Source: an optimization exercise on an open RTL-to-GDS flow (aim: small area). Production flows keep margins and buffers that such runs may drop.
Where RTL was checked, it was by simulation tests only, not by an equivalence proof against the original.
No activity file was given, so power comes from the tool's default toggle rates. The flow treats the clock pin as an ideal source, which a real chip does not have.

try-onyx:
==> flow/design.v (excerpt) <==
module selective_repeat_receive_window (
   input  logic        clock,
   input  logic        reset,
   input  logic        req_valid,
   output logic        req_stall,
   input  logic [15:0] req_seq_value,
   input  logic [31:0] req_payload_handle,
   input  logic [9:0]  req_payload_len,
   input  logic [23:0] req_head_bytes,
   output logic        rsp_valid,
   input  logic        rsp_stall,
   output logic [1:0]  rsp_kind,
   output logic [15:0] rsp_ack_seq,
   output logic [31:0] rsp_out_handle,
   output logic [9:0]  rsp_out_len,
   output logic        rsp_last
);
   localparam int DW = 42;             
   logic [DW:0]   ring [31];
   logic [DW:0]   ring_in;
   logic [4:0]    c, c_next, e;
   logic          scrub, opened, finished, run;
   logic [2:0]    cnt;
   logic          ov, olast, orel;
   logic [DW-1:0] odata;
   logic [5:0]    blk;
   logic [5:0]    blk_m;
   logic [4:0]    slot;
   logic          out_free, is_fin, hit, acc, wr, at_e, rel, rel_last, ld_fin;
   assign c_next   = (c == 5'd30) ? 5'd0 : c + 5'd1;
   assign out_free = !ov || !rsp_stall;
   assign blk   = {1'b0, req_seq_value[14:10]} + {5'd0, req_seq_value[15]};
   assign blk_m = (blk >= 6'd31) ? blk - 6'd31 : blk;
   assign slot  = blk_m[4:0];
   assign is_fin    = opened && (req_head_bytes == srrw_pkg::FIN_WORD);
   assign hit       = (slot == c_next);
   assign req_stall = !(out_free && !run && !scrub && (finished || is_fin || hit));
   assign acc       = req_valid && !req_stall;
   assign wr        = acc && !finished && !is_fin;
   assign ld_fin    = acc && !finished && is_fin;
   assign at_e      = (c_next == e);
   assign rel       = run && out_free && (c == e);
   assign rel_last  = (cnt == 3'd4) || !ring[0][DW];
   always_comb begin
      ring_in = ring[0];
      if (scrub || (rel && !rel_last)) ring_in[DW] = 1'b0;
      if (wr) ring_in = {!at_e, req_payload_handle, req_payload_len};
   end
   always_ff @(posedge clock) begin
      for (int i = 0; i < 30; i++) ring[i] <= ring[i+1];
      ring[30] <= ring_in;
   end
   always_ff @(posedge clock) begin
  ...
Size in the first run: roughly 1400 flip-flops, ~150 I/O pins, roughly 31000 sq um of cells after synthesis.
clock: 5.0 ns
lec_check: 0
cap_margin: 20
core_margin: 2
core_utilization: 70
cts_cluster_diameter: 80
cts_cluster_size: 30
place_density: 0.8
slew_margin: 20
run.sh (not shown) runs the stock make flow with config.mk's settings and CLKGATE_MAP_FILE= SYNTH_SCRIPT=/design/flow/synth_recipe.tcl, a recipe that flattens the netlist after the stock synthesis.
In summary, try-onyx completed successfully, with a layout that passed the timing, DRC and antenna checks.
The following lists how try-tundra was set up differently from try-onyx:
Settings: swapping 80 for 60 in CTS_CLUSTER_DIAMETER; swapping 30 for 36 in CTS_CLUSTER_SIZE.
Notes after the runs:
Between try-tundra and try-onyx, the first-pass GRT wire length is lower for try-tundra.
try-tundra vs. try-onyx: setup slack has decreased, shortest clock period the worst path allows after layout went up.
try-tundra gives less register-to-register slack than try-onyx did.
No functional check of the RTL was part of any run of this note.

========
Setup of the reference run:
Another version of the RTL of selective_repeat_receive_window (not shown whole).
For scale: about 150 I/O pins.
clock: 5.0 ns
lec_check: 0
cap_margin: 20
core_margin: 2
core_utilization: 70
cts_cluster_diameter: 80
cts_cluster_size: 30
place_density: 0.8
slew_margin: 20
standard.sh (not shown) runs the stock make flow with config.mk's settings and CLKGATE_MAP_FILE= SYNTH_SCRIPT=/design/flow/synth_recipe.tcl, a recipe that flattens the netlist after the stock synthesis.
==> flow/flow/run.sh <==
#!/bin/bash
# Standard layout, with the port buffers built from the smallest buffer cell and
# non-critical gates downsized after global routing (then slew and cap repaired again).
HERE=$(cd "$(dirname "$0")" && pwd)
export BUFFER_PORTS_ARGS="-buffer_cell sky130_fd_sc_hd__buf_1"
export RECOVER_POWER=100
export POST_GLOBAL_ROUTE_TCL=$HERE/post_grt.tcl
export CTS_ARGS="-sink_clustering_enable -repair_clock_nets -sink_clustering_size 33 -sink_clustering_max_diameter 100 -dont_use_dummy_load"
bash standard.sh > standard.log 2>&1
==> flow/flow/post_grt.tcl <==
# Undo what power recovery did to slew and capacitance: repair the design again on the
# global-route parasitics, then legalise and reroute the nets that changed.
global_route -start_incremental
estimate_parasitics -global_routing
repair_design -slew_margin $::env(SLEW_MARGIN) -cap_margin $::env(CAP_MARGIN)
detailed_placement
global_route -end_incremental
estimate_parasitics -global_routing
report_check_types -max_slew -max_capacitance -violators
What the trial run does differently from the reference run at the input level:
==> flow/flow/run.sh <==
#!/bin/bash
# Standard layout, with the port buffers built from the smallest buffer cell and
# non-critical gates downsized after global routing.
export BUFFER_PORTS_ARGS="-buffer_cell sky130_fd_sc_hd__buf_1"
export RECOVER_POWER=100
bash standard.sh > standard.log 2>&1
removed: flow/flow/post_grt.tcl
Findings:
- Layout checks on the trial run: not met. Flow itself completed; violations: max-capacitance violations, max-slew violations.
- In the trial run, non-clock buffer count is lower than in the reference run.
- Hold slack: the trial run higher than the reference run
- The trial run vs. the reference run: transition time at the pin with the least slew margin grew by 0.85 ns; routed wire length grew by about 2%; worst setup slack shrank by 0.048 ns.
- The storage element area of the reference run and that of the trial run are within noise of each other.
- Against the reference run as the reference, the trial run delivers a higher total power after layout.
- Comparing the trial run against the reference run, there is no change at all in core outline area.
- Compared with the reference run, the trial run shows a lower share of cell area taken by flip-flops and latches.
- | number of clock-tree buffers in the layout | the trial run vs the reference run | 42% higher |

## static timing again, ports no longer ideal
Ports are ideal in the flow. The routed layouts listed here were re-timed in OpenROAD.
Step 1 (the two cells are an assumption about what drives the block):
set clk [get_ports {clock}]
set_driving_cell -lib_cell sky130_fd_sc_hd__clkbuf_16 $clk
set_driving_cell -lib_cell sky130_fd_sc_hd__buf_2 [delete_from_list [all_inputs] $clk]
Step 2 times the ports against the registers' clock, not the clock port: input delays grow and output delays shrink by t, the midpoint of the rising clock arrivals with the driver on.
Slacks: ideal ports / drivers / drivers and shift; pairs: ideal ports / drivers.
| run | t, ns | setup slack, ns | worst setup path at the end | slew at the worst register clock pin (ns) | worst data-port slew with drivers (ns) |
|---|---|---|---|---|---|
| try-onyx | 0.675 | 0.074 / 0.046 / 0.046 | input to output | 0.11 / 0.11 | 0.08 |
| try-tundra | 0.671 | 0.059 / 0.032 / 0.032 | input to output | 0.12 / 0.12 | 0.08 |
| the reference run | 0.643 | 0.288 / 0.232 / 0.822 | register to register | 0.12 / 0.12 | 0.07 |
| the trial run | 0.666 | 0.240 / 0.186 / 0.458 | register to register | 0.11 / 0.11 | 0.07 |
For try-onyx, which loses most, drivers alone change the setup slack by -0.028 ns; drivers and shift together by -0.028 ns.
